What follows belongs to an exercise in optimizing a design on an open flow for a short achievable clock period and few clock cycles; a production flow would make more cautious choices.
Where RTL was checked, it was by simulation tests only, not by an equivalence proof against the original.
Power figures rest on the tool's default switching activity, not on a simulated workload.

==> inputs of job 1869 <==
// lc3b_pipeline
module lc3b_pipeline
#(
    parameter logic [15:0] RESET_PC = 16'h0000
)
(
    input  logic        clk,
    input  logic        rst,
    output logic        imem_read,
    output logic [15:0] imem_address,
    input  logic        imem_resp,
    input  logic [15:0] imem_rdata,
    output logic        dmem_read,
    output logic        dmem_write,
    output logic [15:0] dmem_address,
    output logic [15:0] dmem_wdata,
    output logic [1:0]  dmem_byte_enable,
    input  logic        dmem_resp,
    input  logic [15:0] dmem_rdata
);
Settings: LEC_CHECK=0, ABC_CLOCK_PERIOD_IN_PS=2000, CAP_MARGIN=20, CORE_MARGIN=2, CORE_UTILIZATION=40, SETUP_SLACK_MARGIN=2.5, SLEW_MARGIN=20; clock period 4.5 ns.
standard.sh (not shown) runs the stock make flow with config.mk's settings and CLKGATE_MAP_FILE= SYNTH_SCRIPT=/design/flow/synth_recipe.tcl, a recipe that flattens the netlist after the stock synthesis.
==> flow/flow/run.sh <==
#!/bin/bash
# Standard layout with these changes: ports buffered with buf_4 instead of the
# smallest buffer; the resizer free to change a cell's footprint; adders left
# to ABC as plain logic instead of full/half-adder cells; and a few slow
# gates (majority, and the 3x2 AND-OR-invert that comes in one size) kept out of the
# combinational logic, on top of the platform's own don't-use list.
set -euo pipefail
PLATFORM_DONT_USE="sky130_fd_sc_hd__probe_p_8 sky130_fd_sc_hd__probec_p_8 sky130_fd_sc_hd__lpflow_bleeder_1 sky130_fd_sc_hd__lpflow_clkbufkapwr_1 sky130_fd_sc_hd__lpflow_clkbufkapwr_16 sky130_fd_sc_hd__lpflow_clkbufkapwr_2 sky130_fd_sc_hd__lpflow_clkbufkapwr_4 sky130_fd_sc_hd__lpflow_clkbufkapwr_8 sky130_fd_sc_hd__lpflow_clkinvkapwr_1 sky130_fd_sc_hd__lpflow_clkinvkapwr_16 sky130_fd_sc_hd__lpflow_clkinvkapwr_2 sky130_fd_sc_hd__lpflow_clkinvkapwr_4 sky130_fd_sc_hd__lpflow_clkinvkapwr_8 sky130_fd_sc_hd__lpflow_decapkapwr_12 sky130_fd_sc_hd__lpflow_decapkapwr_3 sky130_fd_sc_hd__lpflow_decapkapwr_4 sky130_fd_sc_hd__lpflow_decapkapwr_6 sky130_fd_sc_hd__lpflow_decapkapwr_8 sky130_fd_sc_hd__lpflow_inputiso0n_1 sky130_fd_sc_hd__lpflow_inputiso0p_1 sky130_fd_sc_hd__lpflow_inputiso1n_1 sky130_fd_sc_hd__lpflow_inputiso1p_1 sky130_fd_sc_hd__lpflow_inputisolatch_1 sky130_fd_sc_hd__lpflow_isobufsrc_1 sky130_fd_sc_hd__lpflow_isobufsrc_16 sky130_fd_sc_hd__lpflow_isobufsrc_2 sky130_fd_sc_hd__lpflow_isobufsrc_4 sky130_fd_sc_hd__lpflow_isobufsrc_8 sky130_fd_sc_hd__lpflow_isobufsrckapwr_16 sky130_fd_sc_hd__lpflow_lsbuf_lh_hl_isowell_tap_1 sky130_fd_sc_hd__lpflow_lsbuf_lh_hl_isowell_tap_2 sky130_fd_sc_hd__lpflow_lsbuf_lh_hl_isowell_tap_4 sky130_fd_sc_hd__lpflow_lsbuf_lh_isowell_4 sky130_fd_sc_hd__lpflow_lsbuf_lh_isowell_tap_1 sky130_fd_sc_hd__lpflow_lsbuf_lh_isowell_tap_2 sky130_fd_sc_hd__lpflow_lsbuf_lh_isowell_tap_4"
SLOW="sky130_fd_sc_hd__maj3_1 sky130_fd_sc_hd__maj3_2 sky130_fd_sc_hd__maj3_4 sky130_fd_sc_hd__a222oi_1"
bash standard.sh "BUFFER_PORTS_ARGS=-buffer_cell sky130_fd_sc_hd__buf_4" MATCH_CELL_FOOTPRINT=0 ADDER_MAP_FILE= \
    "DONT_USE_CELLS=$PLATFORM_DONT_USE $SLOW" finish > make_finish.log 2>&1
==> job 6846 (differences from job 1869) <==
--- a/flow/design.v
+++ b/flow/design.v
@@ -101,17 +101,14 @@
     logic [15:0] d_ir;
     logic [15:0] d_pc, d_pcn;
     logic [15:0] d_tgt;
     logic [8:0]  d_tlo;
     logic        d_c9, d_xr, d_cross;
     logic [5:0]  hi_inc, hi_dec;
     logic [15:0] d_imm;
-    logic        d_dec;
-    logic        e_decv;
-    logic [2:0]  e_decf;
     logic        d_add, d_and, d_not, d_ld, d_st, d_byte, d_br, d_wen, d_use1, d_use2, d_pred;
     logic        e_v;
     logic        e_add, e_and, e_not;
     logic [15:0] e_a, e_b, e_sd;
     logic        e_fsd;
     logic        e_wen, e_load, e_store, e_byte, e_br, e_pred;
     logic [2:0]  e_dest;
@@ -151,19 +148,18 @@
     assign x1   = e_add ? ~t : oth;
     assign alu  = (cy & x1) | (~cy & x0);
     assign z_e  = (e_add & sum_zero(op_a, op_b)) | (e_and & ~|(op_a & op_b)) | (e_not & (&op_a));
     assign sd   = e_fsd ? ld_data : e_sd;
     assign e_redirect = e_tk ? e_brn : e_brt;
     logic [2:0]  s1, s2, s3, dd;
     logic [15:0] r1, r3, ra1, ra2, ra3, b_d;
-    logic        d_redirect, d_res, tk_early, d_want, dec_z, dec_n;
-    logic [15:0] d_rtgt;
+    logic        d_redirect;
     logic        wl1, wl2, wl3, fa_d, fb_d, fsd_d;
     logic [15:0] a_d, b_dn;
-    logic        lu_stall, d_go, d_free, d_lu, lu_f;
+    logic        lu_stall, d_go, d_free;
     assign s1 = d_ir[8:6];
     assign s2 = d_ir[2:0];
     assign s3 = d_ir[11:9];
     assign dd = d_ir[11:9];
     assign wl1 = m_load & (m_dest == s1);
     assign wl2 = m_load & (m_dest == s2);
     assign wl3 = m_load & (m_dest == s3);
@@ -176,28 +172,21 @@
     assign hi_inc = inc6(d_pc[15:10]);
     assign hi_dec = dec6(d_pc[15:10]);
     assign d_tgt  = {~d_xr ? d_pc[15:10] : d_c9 ? hi_inc : hi_dec, d_tlo, d_pc[0]};
     assign tk_old = ~m_wen ? |(d_ir[11:9] & cc) :
                     m_load ? |(d_ir[11:9] & flags(ld_data)) : |(d_ir[11:9] & {m_res[15], m_z, m_p});
     assign tk_alu = alu[15] ? d_ir[11] : z_e ? d_ir[10] : d_ir[9];
     assign tk_d   = e_wen ? tk_alu : tk_old;
-    assign d_res      = d_br & e_decv;
-    assign tk_early   = |(d_ir[11:9] & e_decf);
-    assign d_want     = d_res ? tk_early : d_pred;
-    assign d_rtgt     = d_want ? d_tgt : d_pcn;
-    assign d_redirect = d_v & ~e_redirect &
-                        (d_res ? ((tk_early ^ d_pred) | (tk_early & d_cross)) : d_cross);
-    assign dec_z  = (r1 == 16'h0001);
-    assign dec_n  = (r1 == 16'h0000) | (r1[15] & (r1 != 16'h8000));
+    assign d_redirect = d_v & d_cross & ~e_redirect;
     assign fa_d   = e_wen & (e_dest == s1);
     assign fb_d   = d_use2 & e_wen & (e_dest == s2);
     assign fsd_d  = e_wen & (e_dest == s3);
     assign a_d    = fa_d ? alu : r1;
     assign b_dn   = fb_d ? alu : b_d;
-    assign lu_stall = d_lu;
+    assign lu_stall = e_load & ((d_use1 & (e_dest == s1)) | (d_use2 & (e_dest == s2)) | d_br);
     assign d_go     = d_v & ~lu_stall;
     assign d_free   = ~d_v | d_go;
     logic [3:0]  f_op;
     logic [15:0] pcn_f, f_next;
     logic [8:0]  t_f;
     logic [9:0]  cy_f;
     logic        cross_f;
@@ -211,15 +200,15 @@
     assign cy_f         = carries_ci9(pc_f[9:1], imem_rdata[8:0]);
     assign t_f          = pc_f[9:1] ^ imem_rdata[8:0];
     assign cross_f      = cy_f[9] ^ imem_rdata[8];
     assign lo0_f        = pred_f ? t_f : pcn_f[9:1];
     assign lo1_f        = pred_f ? ~t_f : pcn_f[9:1];
     assign f_next       = {pred_f ? pc_f[15:10] : pcn_f[15:10],
                            (cy_f[8:0] & lo1_f) | (~cy_f[8:0] & lo0_f), pc_f[0]};
-    assign pc_alt       = d_redirect ? d_rtgt : pc_f;
+    assign pc_alt       = d_redirect ? d_tgt : pc_f;
     assign pc_replay    = e_v ? e_pc : d_v ? d_pc : pc_f;
     assign pred_f       = (f_op == 4'b0000) & (imem_rdata[11:9] != 3'b000) &
                           (imem_rdata[8] | (imem_rdata[11:9] == 3'b111));
     assign f_take0      = imem_resp & d_free & ~d_redirect;
     assign f_take       = f_take0 & ~e_redirect;
     always_ff @(posedge clk)
     begin
@@ -237,39 +226,26 @@
                 d_v <= f_take;
         end
     end
     always_ff @(posedge clk)
     begin
         ird <= ~rst;
     end
-    assign lu_f = d_ld & ~stall_m & d_go & ~e_redirect &
-                  ((((f_op == 4'b0001) | (f_op == 4'b0101) | (f_op == 4'b1001) | (f_op == 4'b0110) |
-                     (f_op == 4'b0010) | (f_op == 4'b0111) | (f_op == 4'b0011)) & (imem_rdata[8:6] == dd)) |
-                   (((f_op == 4'b0001) | (f_op == 4'b0101)) & ~imem_rdata[5] & (imem_rdata[2:0] == dd)) |
-                   (f_op == 4'b0000));
-    always_ff @(posedge clk)
-    begin
-        if (rst)
-            d_lu <= 1'b0;
-        else
-            d_lu <= d_free & lu_f;
-    end
     always_ff @(posedge clk)
     begin
         if (d_free)
         begin
             d_ir   <= imem_rdata;
             d_pc   <= pc_f;
             d_pcn  <= pcn_f;
             d_tlo  <= t_f ^ cy_f[8:0];
             d_c9   <= cy_f[9];
             d_xr   <= cross_f;
             d_cross <= pred_f & cross_f;
             d_pred <= pred_f;
-            d_dec  <= (f_op == 4'b0001) & imem_rdata[5] & (imem_rdata[4:0] == 5'b11111);
             d_add  <= (f_op == 4'b0001) | (f_op == 4'b0110) | (f_op == 4'b0010) |
                       (f_op == 4'b0111) | (f_op == 4'b0011);
             d_and  <= (f_op == 4'b0101);
             d_not  <= (f_op == 4'b1001);
             d_ld   <= (f_op == 4'b0110) | (f_op == 4'b0010);
             d_st   <= (f_op == 4'b0111) | (f_op == 4'b0011);
             d_byte <= (f_op == 4'b0010) | (f_op == 4'b0011);
@@ -296,44 +272,41 @@
             e_v     <= 1'b0;
             e_wen   <= 1'b0;
             e_load  <= 1'b0;
             e_store <= 1'b0;
             e_br    <= 1'b0;
             e_brt   <= 1'b0;
             e_brn   <= 1'b0;
-            e_decv  <= 1'b0;
         end
         else
         begin
             e_v     <= e_new;
             e_wen   <= e_new & d_wen;
             e_load  <= e_new & d_ld;
             e_store <= e_new & d_st;
             e_br    <= e_new & d_br;
-            e_brt   <= e_new & d_br & d_want;
-            e_brn   <= e_new & d_br & ~d_want;
-            e_decv  <= e_new & d_dec & ~fa_d;
+            e_brt   <= e_new & d_br & d_pred;
+            e_brn   <= e_new & d_br & ~d_pred;
         end
     end
     always_ff @(posedge clk)
     begin
         e_add  <= d_add;
         e_and  <= d_and;
         e_not  <= d_not;
         e_a    <= a_d;
         e_b    <= b_dn;
         e_sd   <= fsd_d ? alu : r3;
         e_fsd  <= fsd_d & e_load;
         e_byte <= d_byte;
         e_dest <= dd;
         e_nzp  <= d_ir[11:9];
-        e_pred <= d_want;
-        e_decf <= {dec_n, dec_z, ~dec_n & ~dec_z};
+        e_pred <= d_pred;
         e_tk   <= tk_d;
-        e_alt  <= d_want ? d_pcn : d_tgt;
+        e_alt  <= d_pred ? d_pcn : d_tgt;
         e_pc   <= d_pc;
     end
     always_ff @(posedge clk)
     begin
         if (rst)
         begin
             m_wen   <= 1'b0;
==> comparison table <==
| item | job 6846 | job 1869 |
|---|---|---|
| Global-route usage over all layers | 25.7% | 26.6% |
| Post-detailed-placement cell area | 21300 sq um | 22000 sq um |
| Detailed-routing wirelength on met1 | 28.6 mm | 28.7 mm |
| Sequential power | 3.93 mW | 3.94 mW |
| Clock buffer count | 55 | 62 |
| Status | timing/DRC/antenna clean | timing/DRC/antenna clean |
| Area of combinational cells with multiple inputs | 11900 sq um | 12700 sq um |
| Post-synth design cell area | 20100 sq um | 20500 sq um |
| Number of storage elements in the synthesis netlist | 389 | 394 |
| Routed length per instance | 23.5 um | 23.7 um |
| Core Area | 49900 sq um | 50400 sq um |
| Switching Fraction | 26.2% | 26.3% |
| Fraction of power consumed by the clock network | 41.3% | 41.9% |
| Simple-gate share of the synthesized area | 13.5% | 14.9% |
| Die W | 228 um | 230 um |
| Total of cells resized after clock tree synthesis | 416 | 448 |
| FF+latch count | 389 | 394 |
| Worst endpoint data arrival time | 2790 ps | 3650 ps |
| Peak Freq | 0.424 GHz | 0.315 GHz |
| Crit path largest cell delay | 420 ps | 530 ps |
| Layout Utilization | 54.0% | 56.0% |
| Die height | 228 um | 230 um |
| Met3 Use GR | 4.36% | 5.30% |
Testbench counts of job 6846, summed over its fixed seeds: cycles 72,892.
For job 1869, only the layout was checked, not whether the RTL still works.

-- afterwards: timing with drivers on the ports --
In the flow no input, the clock included, has a driving cell. The finished layouts below were timed again as built, in two steps. Step 1 (the two cells are an assumption about what drives the block):
set clk [get_ports {clk}]
set_driving_cell -lib_cell sky130_fd_sc_hd__clkbuf_16 $clk
set_driving_cell -lib_cell sky130_fd_sc_hd__buf_2 [delete_from_list [all_inputs] $clk]
Step 2 adds t to the input delays and takes it off the output delays; t is the mean of the earliest and latest rising clock arrival at the registers after step 1. Input paths then give back, and output paths get back, about the clock's delay inside the block. Three values: ideal, step 1, step 2; two values: the first two.
run	shift t [ns]	setup slack, ns	hold slack, ns	worst register clock-pin slew, ns	pins driven straight from the clock port
job 1869	0.637	1.323 / 1.323 / 1.323	0.351 / 0.351 / 0.351	0.06 / 0.06	1
job 6846	0.625	2.142 / 2.141 / 1.572	0.341 / 0.341 / 0.341	0.06 / 0.06	1
After both steps setup and hold are still met in every run listed. For job 6846, which loses most, drivers alone change the setup slack by -0.001 ns; drivers and shift together by -0.570 ns.
